From an optimization exercise on the open Yosys and OpenROAD flow, aimed at small area, a short achievable clock period and few clock cycles per item; shortcuts taken in it are not production practice. The RTL was checked by simulation tests, not by an equivalence proof against the original design. Power is estimated from default activity; no workload was simulated.

==> flow/design.v <==
`timescale 1ns/100ps
`default_nettype none
module call_arbiter (
    input  wire                                  clk,
    input  wire                                  rstn,
    input  wire  [8-1:0]               call_vld_i,
    input  wire  [8*($clog2(4) + $clog2(4) + 1 + 16 + 2 * 16)-1:0]     call_req_i,
    output logic [8-1:0]               call_rdy_o,
    input  wire  [4-1:0]              child_rdy_i,
    output logic                                 call_vld_o,
    output logic [($clog2(8) + ($clog2(4) + $clog2(4) + 1 + 16 + 2 * 16))-1:0]                 call_o
);
    localparam int NP = 8;
    logic [NP-1:0]          elig;
    logic [NP-1:0]          grant;
    logic [NP-1:0]          mask;
    logic [NP-1:0]          hi;
    logic [($clog2(8) + ($clog2(4) + $clog2(4) + 1 + 16 + 2 * 16))-1:0]   sel;
    always_comb begin
        for (int p = 0; p < NP; p++) begin
            elig[p] = call_vld_i[p] &
                      child_rdy_i[call_req_i[p*($clog2(4) + $clog2(4) + 1 + 16 + 2 * 16) + (($clog2(4) + $clog2(4) + 1 + 16 + 2 * 16) - $clog2(4)) +: $clog2(4)]];
        end
    end
    always_comb begin
        hi    = elig & mask;
        grant = '0;
        if (hi != '0) begin
            grant = hi & (~hi + 1'b1);
        end else begin
            grant = elig & (~elig + 1'b1);
        end
    end
    assign call_rdy_o = grant;
    always_comb begin
        sel = '0;
        for (int p = 0; p < NP; p++) begin
            sel = sel | ({($clog2(8) + ($clog2(4) + $clog2(4) + 1 + 16 + 2 * 16)){grant[p]}} &
                         {$clog2(8)'(p), call_req_i[p*($clog2(4) + $clog2(4) + 1 + 16 + 2 * 16) +: ($clog2(4) + $clog2(4) + 1 + 16 + 2 * 16)]});
        end
    end
    always_ff @(posedge clk or negedge rstn) begin
        if (!rstn) begin
            call_vld_o <= 1'b0;
            mask       <= '1;
        end else begin
            call_vld_o <= elig != '0;
            if (elig != '0) begin
                mask <= ~((grant << 1) - 1'b1);
            end
        end
    end
    always_ff @(posedge clk) begin
        call_o <= sel;
    end
endmodule
`default_nettype wire
clock: 4.0 ns
lec_check: 0
cap_margin: 20
core_area: 2.5 2.5 177.5 177.5
die_area: 0 0 180 180
slew_margin: 20
run.sh (not shown) runs the stock make flow with config.mk's settings and CLKGATE_MAP_FILE= SYNTH_SCRIPT=/design/flow/synth_recipe.tcl, a recipe that flattens the netlist after the stock synthesis.
Testbench counts at the start, summed over its fixed seeds: cycles 3,319, calls 3,072.
Rerun with:
--- a/flow/config.mk
+++ b/flow/config.mk
@@ -9,2 +9,2 @@
-export CORE_AREA = 2.5 2.5 177.5 177.5
-export DIE_AREA = 0 0 180 180
+export CORE_MARGIN = 2
+export CORE_UTILIZATION = 40
=>
- Now the flow died in I/O pin placement on PPL-0024
- synthesized area stays the same
- synthesized cell count stays the same


Setup of nickel:
RTL: the design.v shown in full above, as it stands there.
Settings: LEC_CHECK=0, ABC_CLOCK_PERIOD_IN_PS=2000, CAP_MARGIN=20, CORE_AREA=2.5 2.5 177.5 177.5, DIE_AREA=0 0 180 180, SETUP_SLACK_MARGIN=1.5, SLEW_MARGIN=20; clock period 4.0 ns.
Testbench counts of nickel, summed over its fixed seeds: cycles 3,319, calls 3,072.
What raven does differently from nickel at the input level:
==> flow/flow/run.sh (new file) <==
#!/bin/bash
# standard layout, but with plain buffers on the ports instead of the delay
# cells buffer_ports picks by default
set -euo pipefail
export BUFFER_PORTS_ARGS="-buffer_cell sky130_fd_sc_hd__buf_1"
bash standard.sh > flow_make.log 2>&1
==> flow/standard.sh (new file) <==
#!/bin/bash
# synth_recipe.tcl (not shown) runs the flow's synth.tcl, then flattens the netlist and writes it again
# the make line also repeats each setting of config.mk as NAME=value (left out here)
make -C /OpenROAD-flow-scripts/flow DESIGN_CONFIG=/design/flow/config.mk WORK_HOME=/design/flow/orfs CLKGATE_MAP_FILE= SYNTH_SCRIPT=/design/flow/synth_recipe.tcl "${@:-finish}"
removed: flow/run.sh
## What came out
raven: static leakage 1.7 nW below nickel. raven vs nickel — post-placement cell count dropped slightly. Summary of raven over nickel: synthesized cell area has remained practically unchanged, power fell about 20%, clock power share rose by 3.9 points. NOTE: worst setup slack in raven exceeds that of nickel. Area growth from synthesis to final layout: raven < nickel. Routing usage on met2, raven and nickel, lower one = raven. Number of flops mapped to enable cells by yosys: raven vs nickel identical.


Another version of the RTL of call_arbiter (not shown whole).
For scale: ~620 cells after synthesis, about 500 I/O pins, about 0.0050 mm² of cells after synthesis.
==> flow/design.v (excerpt) <==
module call_arbiter (
    input  wire                                  clk,
    input  wire                                  rstn,
    input  wire  [8-1:0]               call_vld_i,
    input  wire  [8*($clog2(4) + $clog2(4) + 1 + 16 + 2 * 16)-1:0]     call_req_i,
    output logic [8-1:0]               call_rdy_o,
    input  wire  [4-1:0]              child_rdy_i,
    output logic                                 call_vld_o,
    output logic [($clog2(8) + ($clog2(4) + $clog2(4) + 1 + 16 + 2 * 16))-1:0]                 call_o
);
Settings: LEC_CHECK=0, CAP_MARGIN=20, CORE_AREA=2.5 2.5 177.5 177.5, DIE_AREA=0 0 180 180, SETUP_SLACK_MARGIN=1.3, SLEW_MARGIN=20, SYNTH_HIERARCHICAL=1, TNS_END_PERCENT=0; clock period 4.0 ns.
standard.sh (not shown) runs the stock make flow with config.mk's settings and CLKGATE_MAP_FILE= SYNTH_SCRIPT=/design/flow/synth_recipe.tcl, a recipe that flattens the netlist after the stock synthesis.
==> flow/flow/run.sh <==
#!/bin/bash
# The standard layout (standard.sh), with two changes:
# - synthesis maps the rr_picker and call_dispatch modules (the picks behind
#   call_rdy_o and call_o) with a delay-oriented ABC script, see my_synth.tcl;
#   all else as standard
# - port buffers are plain buf_1 cells instead of the delay cells that
#   buffer_ports picks by default
set -euo pipefail
export BUFFER_PORTS_ARGS="-buffer_cell sky130_fd_sc_hd__buf_1"
sed "s#SYNTH_SCRIPT=[^ ]*#SYNTH_SCRIPT=$PWD/flow/my_synth.tcl#" standard.sh > own_standard.sh
grep -q "SYNTH_SCRIPT=$PWD/flow/my_synth.tcl" own_standard.sh
bash own_standard.sh > flow_make.log 2>&1
==> flow/flow/fast.script <==
strash
dch
map -p
mfs2
strash
dch
map -p
buffer -c
topo
stime -c
upsize -c
dnsize -c
==> flow/flow/my_synth.tcl <==
# The standard synthesis (synth_recipe.tcl, sourced unchanged), except that
# ABC first maps the two round-robin pick modules (rr_picker, which drives
# call_rdy_o, and call_dispatch, which drives call_o) with a delay-oriented
# script; the second call then maps the rest as the standard synthesis does
set own_dir [file dirname [file normalize [info script]]]
set fast_script [file join $own_dir fast.script]
proc abc {args} {
  set i [lsearch -exact $args -script]
  set fast_args [lreplace $args [expr {$i + 1}] [expr {$i + 1}] $::fast_script]
  foreach m {rr_picker call_dispatch} {
    yosys abc {*}$fast_args $m
  }
  yosys abc {*}$args
}
source [file join [file dirname $own_dir] synth_recipe.tcl]
Testbench counts at the start, summed over its fixed seeds: cycles 3,319, calls 3,072.
Then changed:
==> flow/flow/fast.script (replaced) <==
strash
dch
map -p
buffer -c
topo
stime -c
upsize -c
dnsize -c
- SETUP_SLACK_MARGIN: 1.3 -> 1.7
Outcome: The changed run finished with timing, DRC and antenna clean; non-clock buffer count came out higher by 18; setup slack is worse by 0.058 ns; count of clock-buffer cells in the layout increases by 1; first-iteration DRC count rises by 17%; cell area rose by 3.8%.


## job 9132
Another version of the RTL of call_arbiter (not shown whole).
Size: roughly 510 cells after synthesis, ~500 I/O pins.
clock: 4.0 ns
lec_check: 0
cap_margin: 20
core_area: 2.5 2.5 177.5 177.5
cts_buf_list: sky130_fd_sc_hd__clkbuf_8
die_area: 0 0 180 180
place_density: 0.9
setup_slack_margin: 1.3
slew_margin: 20
synth_hierarchical: 1
tns_end_percent: 0
==> flow/flow/run.sh <==
#!/bin/bash
# The standard layout (standard.sh), with two changes:
# - synthesis maps the rr_picker module (the pick behind call_rdy_o and
#   call_o) with a delay-oriented ABC script, see my_synth.tcl; all else as
#   standard
# - port buffers are plain buf_1 cells instead of the delay cells that
#   buffer_ports picks by default
set -euo pipefail
export BUFFER_PORTS_ARGS="-buffer_cell sky130_fd_sc_hd__buf_1"
sed "s#SYNTH_SCRIPT=[^ ]*#SYNTH_SCRIPT=$PWD/flow/my_synth.tcl#" standard.sh > own_standard.sh
grep -q "SYNTH_SCRIPT=$PWD/flow/my_synth.tcl" own_standard.sh
bash own_standard.sh > flow_make.log 2>&1
==> flow/flow/fast.script <==
strash
dch
map -p
mfs2
strash
dch
map -p
buffer -c
topo
stime -c
upsize -c
dnsize -c
==> flow/flow/my_synth.tcl <==
# The standard synthesis (synth_recipe.tcl, sourced unchanged), except that
# ABC first maps the round-robin pick module (rr_picker, which drives
# call_rdy_o and the call_o multiplexer) with a delay-oriented script; the
# second call then maps the rest as the standard synthesis does
set own_dir [file dirname [file normalize [info script]]]
set fast_script [file join $own_dir fast.script]
proc abc {args} {
  set i [lsearch -exact $args -script]
  set fast_args [lreplace $args [expr {$i + 1}] [expr {$i + 1}] $::fast_script]
  yosys abc {*}$fast_args rr_picker
  yosys abc {*}$args
}
source [file join [file dirname $own_dir] synth_recipe.tcl]
Testbench counts of job 9132, summed over its fixed seeds: cycles 3,319, calls 3,072.
Changes in job 6093 relative to job 9132:
- CORE_AREA changed from 2.5 2.5 177.5 177.5 to 2.5 2.5 169.5 169.5
- DIE_AREA changed from 0 0 180 180 to 0 0 172 172
- PLACE_DENSITY removed (was 0.9)
--- a/flow/flow/fast.script
+++ b/flow/flow/fast.script
@@ -11,2 +11 @@
 upsize -c
-dnsize -c
[summary]
Job 9132 has a lower shortest period the worst path allows than job 6093. [compare] base=job 9132 new=job 6093: met2 track demand over resource rose 2.0 points, slew at the pin closest to its max-slew limit fell by 0.023 ns. For the synthesis-to-finish area growth, job 6093 came in 3.3 points lower than job 9132 did. Taking job 9132 as the reference, in job 6093 via count now sits lower; number of top-level design ports now sits at about the same level; fraction of area in clock buffers and inverters now sits lower; cell area after layout now sits lower. Taking job 9132 as the reference point, the non-clock buffer count of job 6093 rises by 2. Compared to job 9132, the routing of job 6093 uses more wire. The estimated power of job 6093 ends up lower than the estimate for job 9132.
Setup changes, job 6093 to job 4465
- a change of SETUP_SLACK_MARGIN from 1.3 to 1.5
--- a/flow/flow/run.sh
+++ b/flow/flow/run.sh
@@ -1,3 +1,3 @@
 #!/bin/bash
-# The standard layout (standard.sh), with two changes:
+# The standard layout (standard.sh), with three changes:
 # - synthesis maps the rr_picker module (the pick behind call_rdy_o and
@@ -7,4 +7,6 @@
 #   buffer_ports picks by default
+# - the pick's ports are placed together, see io.tcl
 set -euo pipefail
 export BUFFER_PORTS_ARGS="-buffer_cell sky130_fd_sc_hd__buf_1"
+export IO_CONSTRAINTS="$PWD/flow/io.tcl"
 sed "s#SYNTH_SCRIPT=[^ ]*#SYNTH_SCRIPT=$PWD/flow/my_synth.tcl#" standard.sh > own_standard.sh
--- a/flow/flow/fast.script
+++ b/flow/flow/fast.script
@@ -11 +11,2 @@
 upsize -c
+dnsize -c
==> flow/flow/io.tcl (new file) <==
# keep the ports of the pick (offers, child bits, child readiness and
# call_rdy_o) together on one stretch of the bottom edge, so the path from
# them through the pick back to call_rdy_o stays short
set_io_pin_constraint -region bottom:50-120 -pin_names [list \
    {call_vld_i[0]} \
    {call_vld_i[1]} \
    {call_vld_i[2]} \
    {call_vld_i[3]} \
    {call_vld_i[4]} \
    {call_vld_i[5]} \
    {call_vld_i[6]} \
    {call_vld_i[7]} \
    {child_rdy_i[0]} \
    {child_rdy_i[1]} \
    {child_rdy_i[2]} \
    {child_rdy_i[3]} \
    {call_rdy_o[0]} \
    {call_rdy_o[1]} \
    {call_rdy_o[2]} \
    {call_rdy_o[3]} \
    {call_rdy_o[4]} \
    {call_rdy_o[5]} \
    {call_rdy_o[6]} \
    {call_rdy_o[7]} \
    {call_req_i[51]} \
    {call_req_i[52]} \
    {call_req_i[104]} \
    {call_req_i[105]} \
    {call_req_i[157]} \
    {call_req_i[158]} \
    {call_req_i[210]} \
    {call_req_i[211]} \
    {call_req_i[263]} \
    {call_req_i[264]} \
    {call_req_i[316]} \
    {call_req_i[317]} \
    {call_req_i[369]} \
    {call_req_i[370]} \
    {call_req_i[422]} \
    {call_req_i[423]} \
]
### Flow results
- Per the comparison of job 4465 with job 6093, count of nets after finishing now smaller, part of the power in the clock network moved up, fraction of layout cells with a size suffix above 1 decreased 1.8 points, fraction of power consumed by combinational cells lower, peak clock frequency supported by timing has increased.
- Compared to job 6093, the router laid down less metal wire for job 4465.
- Compare job 6093 and job 4465 | met1 usage lower: job 6093
- Job 6093 leaves less setup margin than job 4465.
diff inputs: job 4465 => job 4416
- changing CORE_AREA from 2.5 2.5 169.5 169.5 to 2.5 2.5 177.5 177.5
- changing DIE_AREA from 0 0 172 172 to 0 0 180 180
- removing CTS_BUF_LIST (formerly sky130_fd_sc_hd__clkbuf_8)
- changing SETUP_SLACK_MARGIN from 1.5 to 1.3
--- a/flow/flow/run.sh
+++ b/flow/flow/run.sh
@@ -1,3 +1,3 @@
 #!/bin/bash
-# The standard layout (standard.sh), with three changes:
+# The standard layout (standard.sh), with two changes:
 # - synthesis maps the rr_picker module (the pick behind call_rdy_o and
@@ -7,6 +7,4 @@
 #   buffer_ports picks by default
-# - the pick's ports are placed together, see io.tcl
 set -euo pipefail
 export BUFFER_PORTS_ARGS="-buffer_cell sky130_fd_sc_hd__buf_1"
-export IO_CONSTRAINTS="$PWD/flow/io.tcl"
 sed "s#SYNTH_SCRIPT=[^ ]*#SYNTH_SCRIPT=$PWD/flow/my_synth.tcl#" standard.sh > own_standard.sh
==> flow/flow/fast.script <==
strash
dch
map -p
buffer -c
topo
stime -c
upsize -c
dnsize -c
removed: flow/flow/io.tcl
### Flow results
- Total via count in the routed design, job 4416 and job 4465: higher on job 4416
- Fraction of final layout cells with drive strength greater than 1, job 4416 and job 4465, lower one = job 4465.
- NOTE: sequential cell area share in job 4416 falls short of that of job 4465
- Compared with job 4465, job 4416 shows routed length on met2 higher by 4.0%.
- Ratio of final minimum period to clock period is higher on job 4465
- Job 4465 → job 4416: clock network fraction of design power went up, core footprint now larger.

==> separate check: timing with driven ports <==
How much do the figures lean on ideal ports? The routed layouts below were timed once more, with nothing changed but the port constraints.
Step 1 (the two cells are an assumption about what drives the block):
set clk [get_ports {clk}]
set_driving_cell -lib_cell sky130_fd_sc_hd__clkbuf_16 $clk
set_driving_cell -lib_cell sky130_fd_sc_hd__buf_2 [delete_from_list [all_inputs] $clk]
Step 2 moves the port delays by t, midway between the first and last clock arrival at a register: inputs arrive t later, outputs are due t later. That takes back most of the time a late clock gives input paths.
Slacks: ideal ports / drivers / drivers and shift; pairs: ideal ports / drivers.
| run | shift t [ns] | setup slack, ns | hold WS [ns] | worst slew at a driven data input, ns | pins driven straight from the clock port |
|---|---|---|---|---|---|
| the first run of note 1 | 0.380 | 0.107 / 0.080 / -0.056 | 0.510 / 0.510 / 0.510 | 0.10 | 1 |
| nickel | 0.384 | 0.671 / 0.631 / 0.427 | 0.516 / 0.516 / 0.516 | 0.11 | 1 |
| raven | 0.383 | 0.698 / 0.650 / 0.443 | 0.406 / 0.407 / 0.503 | 0.09 | 1 |
| the first run of note 3 | 0.380 | 1.190 / 1.113 / 0.942 | 0.384 / 0.357 / 0.683 | 0.19 | 1 |
| the second run of note 3 | 0.383 | 1.132 / 1.050 / 0.805 | 0.382 / 0.357 / 0.705 | 0.18 | 1 |
| job 9132 | 0.403 | 1.113 / 1.092 / 0.865 | 0.325 / 0.310 / 0.612 | 0.16 | 1 |
| job 6093 | 0.387 | 1.080 / 1.057 / 0.781 | 0.356 / 0.342 / 0.609 | 0.20 | 1 |
| job 4465 | 0.384 | 1.131 / 1.085 / 0.764 | 0.362 / 0.348 / 0.614 | 0.14 | 1 |
| job 4416 | 0.389 | 1.171 / 1.112 / 0.958 | 0.371 / 0.371 / 0.605 | 0.16 | 1 |
With both steps, setup timing fails in the first run of note 1, where it was met with ideal ports. For job 4465, which loses most, drivers alone change the setup slack by -0.046 ns; drivers and shift together by -0.367 ns.
